This is an optimization exercise on Yosys and OpenROAD, whose aim is small area, a short achievable clock period and few clock cycles, not a production implementation.
Function was checked by simulation only, so behaviour that the tests miss may differ from the original.
No activity file was given, so power comes from the tool's default toggle rates.

## design/flow/config.mk

```make
export PLATFORM = sky130hd
export DESIGN_NAME = multilevel_priority_queue_top
export DESIGN_NICKNAME = multilevel_priority_queue_top
export VERILOG_FILES = /design/flow/design.v
export SDC_FILE = /design/flow/constraint.sdc
export NUM_CORES = 4
export LEC_CHECK = 0
export CAP_MARGIN = 20
export CORE_MARGIN = 2
export CORE_UTILIZATION = 40
export SLEW_MARGIN = 20
```

## design/flow/constraint.sdc

```tcl
create_clock -name core_clock -period 10.0 [get_ports {i_clk}]
set_input_delay 2.0000 -clock core_clock [delete_from_list [all_inputs] [get_ports {i_clk}]]
set_output_delay 2.0000 -clock core_clock [all_outputs]
set_load 0.01 [all_outputs]
```

## design/flow/design.v

```verilog
`timescale 1ns / 1ps
`default_nettype none
package mpq_pkg;
    localparam int LEVELS_DEF     = 16;
    localparam int CAPACITY_DEF   = 64;
    localparam int ELEM_WIDTH_DEF = 32;
    localparam int LEVEL_W  = 4;
    localparam int STATUS_W = 2;
    localparam logic [LEVEL_W-1:0] LOWEST_RESET = 4'd15;
    typedef enum logic [STATUS_W-1:0] {
        ST_OK        = 2'd0,
        ST_BAD_LEVEL = 2'd1,
        ST_FULL      = 2'd2,
        ST_EMPTY     = 2'd3
    } t_status;
    typedef enum logic [0:0] {
        OP_ENQ = 1'b0,
        OP_DEQ = 1'b1
    } t_op;
    typedef enum logic [3:0] {
        S_IDLE,
        S_ENQ0,
        S_ENQ1,
        S_DEQ0,
        S_DEQ1,
        S_DEQ2,
        S_SCAN,
        S_HEAD0,
        S_HEAD1,
        S_DONE
    } t_state;
endpackage
`default_nettype wire
`timescale 1ns / 1ps
`default_nettype none
module mpq_ram #(
    parameter int WIDTH = 8,
    parameter int DEPTH = 16
) (
    input  logic                     i_clk,
    input  logic                     i_we,
    input  logic [$clog2(DEPTH)-1:0] i_waddr,
    input  logic [WIDTH-1:0]         i_wdata,
    input  logic [$clog2(DEPTH)-1:0] i_raddr,
    output logic [WIDTH-1:0]         o_rdata
);
    logic [WIDTH-1:0] r_mem [DEPTH];
    logic [WIDTH-1:0] r_rdata;
    always_ff @(posedge i_clk) begin
        if (i_we) begin
            r_mem[i_waddr] <= i_wdata;
        end
        r_rdata <= r_mem[i_raddr];
    end
    assign o_rdata = r_rdata;
endmodule
`default_nettype wire
`timescale 1ns / 1ps
`default_nettype none
module multilevel_priority_queue_top #(
    parameter int LEVELS     = mpq_pkg::LEVELS_DEF,
    parameter int CAPACITY   = mpq_pkg::CAPACITY_DEF,
    parameter int ELEM_WIDTH = mpq_pkg::ELEM_WIDTH_DEF
) (
    input  logic                               i_clk,
    input  logic                               i_rst_n,
    input  logic                               i_cfg_we,
    input  logic [mpq_pkg::LEVEL_W-1:0]        i_cfg_data,
    input  logic                               i_in_valid,
    output logic                               o_in_stall,
    input  logic                               i_operation,
    input  logic [ELEM_WIDTH-1:0]              i_element,
    input  logic [mpq_pkg::LEVEL_W-1:0]        i_level,
    output logic                               o_out_valid,
    input  logic                               i_out_stall,
    output logic [mpq_pkg::STATUS_W-1:0]       o_status,
    output logic [ELEM_WIDTH-1:0]              o_removed_element,
    output logic [ELEM_WIDTH-1:0]              o_head_element,
    output logic [mpq_pkg::LEVEL_W-1:0]        o_head_level,
    output logic [$clog2(CAPACITY+1)-1:0]      o_count,
    output logic                               o_is_empty
);
    localparam int SLOT_W = $clog2(CAPACITY);
    localparam int LVL_AW = $clog2(LEVELS);
    localparam int CNT_W  = $clog2(CAPACITY+1);
    mpq_pkg::t_state                r_state, n_state;
    mpq_pkg::t_op                   r_op, n_op;
    logic [ELEM_WIDTH-1:0] r_elem, n_elem;
    logic [mpq_pkg::LEVEL_W-1:0]    r_level, n_level;
    mpq_pkg::t_status               r_status, n_status;
    logic [ELEM_WIDTH-1:0] r_removed, n_removed;
    logic [mpq_pkg::LEVEL_W-1:0]    r_lowest, n_lowest;
    logic [LEVELS-1:0]     r_nonempty, n_nonempty;
    logic [CNT_W-1:0]      r_count, n_count;
    logic [mpq_pkg::LEVEL_W-1:0]    r_best, n_best;
    logic [mpq_pkg::LEVEL_W-1:0]    r_scan, n_scan;
    logic [SLOT_W-1:0]     r_free_rd, n_free_rd;
    logic [CNT_W-1:0]      r_fill, n_fill;
    logic                  r_out_valid, n_out_valid;
    mpq_pkg::t_status               r_o_status, n_o_status;
    logic [ELEM_WIDTH-1:0] r_o_removed, n_o_removed;
    logic [ELEM_WIDTH-1:0] r_o_head_elem, n_o_head_elem;
    logic [mpq_pkg::LEVEL_W-1:0]    r_o_head_level, n_o_head_level;
    logic [CNT_W-1:0]      r_o_count, n_o_count;
    logic                  r_o_empty, n_o_empty;
    logic [LVL_AW-1:0]     lvl_idx, best_idx, scan_idx;
    logic                  reject, full, fl_fresh, last;
    logic [SLOT_W-1:0]     new_slot, rd_next, free_wr_pos;
    logic [SLOT_W:0]       free_wr_sum;
    logic [CNT_W-1:0]      cnt_dec;
    logic                  es_we, nl_we, lh_we, lt_we, fl_we;
    logic [LVL_AW-1:0]     lh_waddr, lt_raddr;
    logic [SLOT_W-1:0]     lh_wdata;
    logic [ELEM_WIDTH-1:0] es_rdata;
    logic [SLOT_W-1:0]     nl_rdata, lh_rdata, lt_rdata, fl_rdata;
    assign lvl_idx  = LVL_AW'(r_level);
    assign best_idx = LVL_AW'(r_best);
    assign scan_idx = LVL_AW'(r_scan);
    assign reject   = (r_level > r_lowest) || (32'(r_level) >= LEVELS);
    assign full     = (r_count == CNT_W'(CAPACITY));
    assign fl_fresh = (CNT_W'(r_free_rd) >= r_fill);
    assign new_slot = fl_fresh ? r_free_rd : fl_rdata;
    assign rd_next  = (r_free_rd == SLOT_W'(CAPACITY-1)) ? '0 : r_free_rd + 1'b1;
    assign cnt_dec  = r_count - 1'b1;
    assign last     = (lh_rdata == lt_rdata);
    assign free_wr_sum = (SLOT_W+1)'(r_free_rd) + (SLOT_W+1)'(CNT_W'(CAPACITY) - r_count);
    assign free_wr_pos = (free_wr_sum >= (SLOT_W+1)'(CAPACITY))
                       ? SLOT_W'(free_wr_sum - (SLOT_W+1)'(CAPACITY))
                       : SLOT_W'(free_wr_sum);
    assign lt_raddr = (r_op == mpq_pkg::OP_ENQ) ? lvl_idx : best_idx;
    mpq_ram #(.WIDTH(ELEM_WIDTH), .DEPTH(CAPACITY)) u_elem_ram (
        .i_clk   (i_clk),
        .i_we    (es_we),
        .i_waddr (new_slot),
        .i_wdata (r_elem),
        .i_raddr (lh_rdata),
        .o_rdata (es_rdata)
    );
    mpq_ram #(.WIDTH(SLOT_W), .DEPTH(CAPACITY)) u_link_ram (
        .i_clk   (i_clk),
        .i_we    (nl_we),
        .i_waddr (lt_rdata),
        .i_wdata (new_slot),
        .i_raddr (lh_rdata),
        .o_rdata (nl_rdata)
    );
    mpq_ram #(.WIDTH(SLOT_W), .DEPTH(LEVELS)) u_head_ram (
        .i_clk   (i_clk),
        .i_we    (lh_we),
        .i_waddr (lh_waddr),
        .i_wdata (lh_wdata),
        .i_raddr (best_idx),
        .o_rdata (lh_rdata)
    );
    mpq_ram #(.WIDTH(SLOT_W), .DEPTH(LEVELS)) u_tail_ram (
        .i_clk   (i_clk),
        .i_we    (lt_we),
        .i_waddr (lvl_idx),
        .i_wdata (new_slot),
        .i_raddr (lt_raddr),
        .o_rdata (lt_rdata)
    );
    mpq_ram #(.WIDTH(SLOT_W), .DEPTH(CAPACITY)) u_free_ram (
        .i_clk   (i_clk),
        .i_we    (fl_we),
        .i_waddr (free_wr_pos),
        .i_wdata (lh_rdata),
        .i_raddr (r_free_rd),
        .o_rdata (fl_rdata)
    );
    always_comb begin
        n_state        = r_state;
        n_op           = r_op;
        n_elem         = r_elem;
        n_level        = r_level;
        n_status       = r_status;
        n_removed      = r_removed;
        n_lowest       = r_lowest;
        n_nonempty     = r_nonempty;
        n_count        = r_count;
        n_best         = r_best;
        n_scan         = r_scan;
        n_free_rd      = r_free_rd;
        n_fill         = r_fill;
        n_out_valid    = r_out_valid && i_out_stall;
        n_o_status     = r_o_status;
        n_o_removed    = r_o_removed;
        n_o_head_elem  = r_o_head_elem;
        n_o_head_level = r_o_head_level;
        n_o_count      = r_o_count;
        n_o_empty      = r_o_empty;
        es_we          = 1'b0;
        nl_we          = 1'b0;
        lh_we          = 1'b0;
        lt_we          = 1'b0;
        fl_we          = 1'b0;
        lh_waddr       = lvl_idx;
        lh_wdata       = new_slot;
        if (i_cfg_we) begin
            n_lowest = i_cfg_data;
        end
        case (r_state)
            mpq_pkg::S_IDLE: begin
                if (i_in_valid) begin
                    n_op      = mpq_pkg::t_op'(i_operation);
                    n_elem    = i_element;
                    n_level   = i_level;
                    n_status  = mpq_pkg::ST_OK;
                    n_removed = '0;
                    n_state   = (mpq_pkg::t_op'(i_operation) == mpq_pkg::OP_DEQ) ? mpq_pkg::S_DEQ0 : mpq_pkg::S_ENQ0;
                end
            end
            mpq_pkg::S_ENQ0: begin
                if (reject) begin
                    n_status = mpq_pkg::ST_BAD_LEVEL;
                    n_state  = (r_count == '0) ? mpq_pkg::S_DONE : mpq_pkg::S_HEAD0;
                end else if (full) begin
                    n_status = mpq_pkg::ST_FULL;
                    n_state  = mpq_pkg::S_HEAD0;
                end else begin
                    n_state = mpq_pkg::S_ENQ1;
                end
            end
            mpq_pkg::S_ENQ1: begin
                es_we = 1'b1;
                lt_we = 1'b1;
                if (r_nonempty[lvl_idx]) begin
                    nl_we = 1'b1;
                end else begin
                    lh_we = 1'b1;
                end
                n_nonempty[lvl_idx] = 1'b1;
                if (r_count == '0 || r_level < r_best) begin
                    n_best = r_level;
                end
                n_count   = r_count + 1'b1;
                n_free_rd = rd_next;
                n_state   = mpq_pkg::S_HEAD0;
            end
            mpq_pkg::S_DEQ0: begin
                if (r_count == '0) begin
                    n_status = mpq_pkg::ST_EMPTY;
                    n_state  = mpq_pkg::S_DONE;
                end else begin
                    n_state = mpq_pkg::S_DEQ1;
                end
            end
            mpq_pkg::S_DEQ1: begin
                n_state = mpq_pkg::S_DEQ2;
            end
            mpq_pkg::S_DEQ2: begin
                n_removed = es_rdata;
                if (last) begin
                    n_nonempty[best_idx] = 1'b0;
                end else begin
                    lh_we    = 1'b1;
                    lh_waddr = best_idx;
                    lh_wdata = nl_rdata;
                end
                fl_we = 1'b1;
                if (r_fill != CNT_W'(CAPACITY)) begin
                    n_fill = r_fill + 1'b1;
                end
                n_count = cnt_dec;
                if (cnt_dec == '0) begin
                    n_best  = '0;
                    n_state = mpq_pkg::S_DONE;
                end else if (last) begin
                    n_scan  = r_best;
                    n_state = mpq_pkg::S_SCAN;
                end else begin
                    n_state = mpq_pkg::S_HEAD0;
                end
            end
            mpq_pkg::S_SCAN: begin
                if (r_nonempty[scan_idx]) begin
                    n_best  = r_scan;
                    n_state = mpq_pkg::S_HEAD0;
                end else begin
                    n_scan = r_scan + 1'b1;
                end
            end
            mpq_pkg::S_HEAD0: begin
                n_state = mpq_pkg::S_HEAD1;
            end
            mpq_pkg::S_HEAD1: begin
                n_state = mpq_pkg::S_DONE;
            end
            mpq_pkg::S_DONE: begin
                if (!r_out_valid || !i_out_stall) begin
                    n_out_valid    = 1'b1;
                    n_o_status     = r_status;
                    n_o_removed    = r_removed;
                    n_o_head_elem  = (r_count == '0) ? '0 : es_rdata;
                    n_o_head_level = (r_count == '0) ? '0 : r_best;
                    n_o_count      = r_count;
                    n_o_empty      = (r_count == '0);
                    n_state        = mpq_pkg::S_IDLE;
                end
            end
            default: begin
                n_state = mpq_pkg::S_IDLE;
            end
        endcase
    end
    always_ff @(posedge i_clk) begin
        if (!i_rst_n) begin
            r_state     <= mpq_pkg::S_IDLE;
            r_lowest    <= mpq_pkg::LOWEST_RESET;
            r_nonempty  <= '0;
            r_count     <= '0;
            r_best      <= '0;
            r_free_rd   <= '0;
            r_fill      <= '0;
            r_out_valid <= 1'b0;
        end else begin
            r_state     <= n_state;
            r_lowest    <= n_lowest;
            r_nonempty  <= n_nonempty;
            r_count     <= n_count;
            r_best      <= n_best;
            r_free_rd   <= n_free_rd;
            r_fill      <= n_fill;
            r_out_valid <= n_out_valid;
        end
    end
    always_ff @(posedge i_clk) begin
        r_op           <= n_op;
        r_elem         <= n_elem;
        r_level        <= n_level;
        r_status       <= n_status;
        r_removed      <= n_removed;
        r_scan         <= n_scan;
        r_o_status     <= n_o_status;
        r_o_removed    <= n_o_removed;
        r_o_head_elem  <= n_o_head_elem;
        r_o_head_level <= n_o_head_level;
        r_o_count      <= n_o_count;
        r_o_empty      <= n_o_empty;
    end
    assign o_in_stall        = (r_state != mpq_pkg::S_IDLE);
    assign o_out_valid       = r_out_valid;
    assign o_status          = r_o_status;
    assign o_removed_element = r_o_removed;
    assign o_head_element    = r_o_head_elem;
    assign o_head_level      = r_o_head_level;
    assign o_count           = r_o_count;
    assign o_is_empty        = r_o_empty;
endmodule
`default_nettype wire
```

## design/flow/run.sh

```bash
#!/bin/bash
# synth_recipe.tcl (not shown) runs the flow's synth.tcl, then flattens the netlist and writes it again
# the make line also repeats each setting of config.mk as NAME=value (left out here)
make -C /OpenROAD-flow-scripts/flow DESIGN_CONFIG=/design/flow/config.mk WORK_HOME=/design/flow/orfs CLKGATE_MAP_FILE= SYNTH_SCRIPT=/design/flow/synth_recipe.tcl finish
```

==> summary.txt <==
==> worst max-delay path, stage by stage (launching register included) <==
cell	delay [ps]
sky130_fd_sc_hd__dfxtp_4	660
sky130_fd_sc_hd__buf_4	690
sky130_fd_sc_hd__buf_4	870
sky130_fd_sc_hd__buf_12	670
sky130_fd_sc_hd__mux4_2	370
sky130_fd_sc_hd__mux2i_1	70
sky130_fd_sc_hd__o21ai_0	700
sky130_fd_sc_hd__a21oi_1	310
sky130_fd_sc_hd__a221oi_1	310
==> metal layers <==
metal / part of all wire (%) / track usage, % / wire, um / up-vias
met2: 49 / 33.3 / 160000 / 2900
met5: 0.0082 / 0 / 27 / -
li1: - / - / - / 25777
met3: 7.9 / 3.30 / 26000 / 496
met1: 41 / 28.5 / 134000 / 33759
met4: 2.9 / 5.87 / 9440 / 4
==> where the power goes <==
part / internal (uW) / leakage [uW] / switching (uW) / total [uW]
logic: 3880 / 0.0101 / 6910 / 10800
registers: 16300 / 0.0295 / 578 / 16900
clock network: 7270 / 0.00544 / 5300 / 12600
total: 27500 / 0.0450 / 12800 / 40300
==> kinds of logic (layout without fill, tap and decap cells) <==
logic type | count (synthesis) | after routing
compound gates | 661 | 661
buf+inv | 389 | 1042
fa+ha+maj | 36 | 36
flops | 3266 | 3266
mux | 875 | 875
simple gates | 696 | 696
xor+xnor | 28 | 28
other cells | 0 | 3
==> per-stage QoR <==
| step | utilization [%] | hold slack [ps] |
|---|---|---|
| 6_report | 46.3 | 417 |
| 5_1_grt | 46.3 | 421 |
| 4_1_cts | 46.3 | 418 |
| 3_5_place_dp | 42.8 | 405 |
| 3_3_place_gp | 42.6 | 402 |
| 2_1_floorplan | - | 400 |
==> how the worst max path moves through the flow <==
stage | start | end | slack, ps | depth (start not counted)
5_1_grt | u_head_ram.r_rdata[1] | u_elem_ram.r_rdata[30] | 4800 | 9
2_1_floorplan | r_free_rd[0] | u_elem_ram.r_mem[24][0] | 3590 | 15
3_3_place_gp | u_head_ram.r_rdata[1] | u_elem_ram.r_rdata[9] | 3890 | 7
4_1_cts | u_head_ram.r_rdata[1] | u_elem_ram.r_rdata[12] | 5000 | 7
6_report | u_head_ram.r_rdata[1] | u_elem_ram.r_rdata[30] | 5070 | 8
3_5_place_dp | u_head_ram.r_rdata[0] | u_elem_ram.r_rdata[3] | 4960 | 7
==> area by class of cell <==
class | instances | area (um2)
fillers | 25779 | 167000
clock inverters | 193 | 2050
repair buffers | 378 | 3540
multi-input cells | 2296 | 27500
diodes | 3 | 7.51
inverters | 35 | 131
well taps | 4140 | 5180
flip-flops and latches | 3266 | 97100
clock buffers | 436 | 9110
==> sequential cells by signal, summed over array words and instances, names as in the netlist, 6 cells and up <==
register,flops
u_elem_ram.r_mem,2048
u_free_ram.r_mem,384
u_link_ram.r_mem,384
u_head_ram.r_mem,96
u_tail_ram.r_mem,96
r_elem,32
r_o_head_elem,32
r_o_removed,32
r_removed,32
u_elem_ram.r_rdata,32
r_nonempty,16
r_count,7
r_fill,7
r_o_count,7
r_free_rd,6
u_free_ram.r_rdata,6
u_head_ram.r_rdata,6
u_link_ram.r_rdata,6
u_tail_ram.r_rdata,6
==> layout by cell type (no fill, tap or decap), drive strengths merged, types with 7 or more instances in the layout <==
master	count
nor2b	29
a22oi	243
a211oi	15
a22o	59
clkdlybuf4s50	125
nand3	60
dfxtp	105
clkinv	145
xnor2	10
nand2b	17
nand2	97
bufinv	30
inv	43
or4	13
ha	35
nor4	69
or2	7
o211ai	25
nand3b	7
mux4	708
a221oi	87
mux2	7
buf	253
a32o	7
a21o	9
and2	72
a21oi	112
and3	9
a31oi	29
clkbuf	436
xor2	18
clkinvlp	10
mux2i	160
nor2	231
o21ai	31
nand4	13
nor3	47
o22ai	11
edfxtp	3161
==> flow_results.xml <==
<?xml version="1.0" encoding="UTF-8"?>
<metrics>
  <group name="cts">
    <metric name="clock_sink_count" unit="">3266</metric>
    <metric name="cts_setup_buffers" unit="">0</metric>
    <metric name="cts-resized-gates" unit="">0</metric>
    <metric name="root_buffer" unit="">sky130_fd_sc_hd__clkbuf_16</metric>
    <metric name="postCtsHoldBufs" unit="">0</metric>
    <metric name="cts_max_path_buffers" unit="">4</metric>
    <metric name="clock_latency" unit="ps">920</metric>
    <metric name="cts_tree" unit="">yes</metric>
    <metric name="h-tree-depth" unit="">5</metric>
    <metric name="cts_inserted_buffers" unit="">341</metric>
    <metric name="clock_transition_at_the_register_clock_pins_on_the_worst_setup_and_hold_paths_after_cts" unit="ps">60</metric>
  </group>
  <group name="critical_path">
    <metric name="worstSetupPathType" unit="">flop to flop</metric>
    <metric name="r2r_start" unit="">u_head_ram.r_rdata[1]</metric>
    <metric name="worstSetupEndpointType" unit="">flop</metric>
    <metric name="worst-r2r-setup-slack" unit="ps">5070</metric>
    <metric name="cp_data_required_time" unit="ps">10820</metric>
    <metric name="timing.critical_path.fanout_max" unit="">130</metric>
    <metric name="r2r_cells" unit="">8</metric>
    <metric name="start_kind" unit="">flop</metric>
    <metric name="arrival" unit="ps">5750</metric>
    <metric name="worst_reg2reg_endpoint" unit="">u_elem_ram.r_rdata[30]</metric>
  </group>
  <group name="timing">
    <metric name="worst_slew_pin_slew" unit="ps">1210</metric>
    <metric name="timing.setup.tns" unit="ps">0</metric>
    <metric name="report.final.hold_viol_count" unit="">0</metric>
    <metric name="maxSlewViolCount" unit="">0</metric>
    <metric name="postLayoutSetupSlackWorst" unit="ps">5070</metric>
    <metric name="final_period_minus_worst_setup_slack" unit="ps">4930</metric>
    <metric name="timing.fmax" unit="MHz">203</metric>
    <metric name="setup_viol" unit="">0</metric>
    <metric name="crit_share_post_route" unit="%">49.3</metric>
    <metric name="max-slew-margin-rel" unit="%">19.4</metric>
    <metric name="worst_clock_skew" unit="ps">87.6</metric>
    <metric name="grt_setup_unrepaired" unit="">no</metric>
  </group>
  <group name="yosys">
    <metric name="synth_simple_gate_area_share" unit="%">2.79</metric>
    <metric name="synth_top_family_by_area" unit="">multiplexers</metric>
    <metric name="synth_compound_area_share" unit="%">3.84</metric>
    <metric name="synth_async_sr_flop_share" unit="%">0</metric>
    <metric name="seq_area_frac_synth" unit="%">77.4</metric>
    <metric name="post_synth_most_frequent_cells" unit="">sky130_fd_sc_hd__edfxtp_1, sky130_fd_sc_hd__mux4_2, sky130_fd_sc_hd__a22oi_1, sky130_fd_sc_hd__nor2_1, sky130_fd_sc_hd__clkbuf_1</metric>
    <metric name="netlist.area_leader.share" unit="%">75.8</metric>
    <metric name="synth_xor_area_share" unit="%">0.196</metric>
    <metric name="syn-instance-count" unit="">5951</metric>
    <metric name="ys_warn_count" unit="">4</metric>
    <metric name="yosys_register_bits" unit="">3266</metric>
    <metric name="mean_post_synth_cell_area" unit="um2">21.1</metric>
    <metric name="synth.most_common_cell" unit="">sky130_fd_sc_hd__edfxtp_1</metric>
    <metric name="post_synth_fa_ha_maj_area_fraction" unit="%">0.365</metric>
    <metric name="synth.area.top_cells" unit="">sky130_fd_sc_hd__edfxtp_1, sky130_fd_sc_hd__mux4_2, sky130_fd_sc_hd__dfxtp_1</metric>
    <metric name="postSynthNetCount" unit="">6033</metric>
    <metric name="synthesis.area" unit="um2">125000</metric>
    <metric name="post-synth-top-area-cell" unit="">sky130_fd_sc_hd__edfxtp_1</metric>
    <metric name="synth_edf_count" unit="">3161</metric>
    <metric name="synthMuxAreaShare" unit="%">14.1</metric>
    <metric name="netlist-cell-type-count" unit="">70</metric>
    <metric name="ys_dominant_reg_cell" unit="">sky130_fd_sc_hd__edfxtp_1</metric>
  </group>
  <group name="placement">
    <metric name="inst_count_dp" unit="">10114</metric>
    <metric name="finalWeightedCongestion" unit="">0.842</metric>
    <metric name="place_hpwl" unit="um">188000</metric>
    <metric name="io_buffers" unit="">125</metric>
    <metric name="dp_worst_setup_slack" unit="ps">4960</metric>
    <metric name="placed_cell_area" unit="um2">133000</metric>
  </group>
  <group name="finish">
    <metric name="layout.cell_area.non_filler" unit="um2">145000</metric>
    <metric name="layout.nets" unit="">6400</metric>
    <metric name="post_layout_nonfiller_instances" unit="">10747</metric>
    <metric name="area.growth.synth_to_final" unit="%">15.4</metric>
    <metric name="post_route_cells_drive_above_1_share" unit="%">24.3</metric>
  </group>
  <group name="run_status">
    <metric name="outcome" unit="">no timing/DRC/antenna violations</metric>
  </group>
  <group name="floorplanning">
    <metric name="die_x" unit="um">564</metric>
    <metric name="full_die_area" unit="um2">318000</metric>
    <metric name="area_of_the_core_region" unit="um2">312000</metric>
    <metric name="initial_utilization" unit="%">40.2</metric>
    <metric name="chipHeight" unit="um">564</metric>
    <metric name="design.portCount" unit="">126</metric>
    <metric name="rows" unit="">205</metric>
  </group>
  <group name="global_routing">
    <metric name="grt_max_degree" unit="">131</metric>
    <metric name="wire_length_of_the_first_global_routing_pass" unit="um">467000</metric>
    <metric name="first_global_vias" unit="">63152</metric>
    <metric name="global_route.overflow_total" unit="">0</metric>
    <metric name="grt_usage" unit="%">20.5</metric>
    <metric name="grt_antenna_before_repair" unit="">17</metric>
  </group>
  <group name="pwr">
    <metric name="max-vdd-ir-drop" unit="uV">234</metric>
    <metric name="pwr_density_cell" unit="nW/um2">279</metric>
    <metric name="power_leakage" unit="uW">0.0450</metric>
    <metric name="power" unit="uW">40300</metric>
  </group>
  <group name="min_path">
    <metric name="hp-start" unit="">r_removed[14]</metric>
    <metric name="hold_depth" unit="">0</metric>
    <metric name="worstHoldPathType" unit="">flop to flop</metric>
    <metric name="worst_hold_path.endpoint" unit="">r_o_removed[14]</metric>
  </group>
  <group name="route">
    <metric name="wirelength_per_cell" unit="um">30.7</metric>
    <metric name="route.final.wire_length" unit="um">330000</metric>
    <metric name="drt-initial-drc-count" unit="">7841</metric>
    <metric name="avgViaCountPerCell" unit="">5.86</metric>
    <metric name="antenna_left" unit="">0</metric>
    <metric name="num_vias" unit="">62936</metric>
    <metric name="detail_route.first_pass.iterations" unit="">6</metric>
    <metric name="remaining_routing_drc_violations" unit="">0</metric>
  </group>
  <group name="job">
    <metric name="maxCapViolCount" unit="">0</metric>
  </group>
</metrics>
Testbench counts, summed over its fixed seeds: cycles 88,327.

static timing again, ports no longer ideal:
How much do the figures lean on ideal ports? The routed layout below was timed once more, with nothing changed but the port constraints. Step 1 assumes that a clkbuf_16 drives the clock port and a buf_2 every other input. Step 2 also shifts input and output timing later by t, the mid clock arrival at the registers, as if the neighbouring blocks saw the same clock. Three values: ideal ports, drivers, drivers and shift; two values: the first two.
shift t [ns]: 0.983
setup slack, ns: 5.074 / 5.074 / 5.074
hold WS [ns]: 0.417 / 0.417 / 0.417
cell pins on the clock port's net: 1
After both steps setup and hold are still met in this run. The setup slack of this run moves by 0.000 ns with the drivers and by 0.000 ns with both steps.
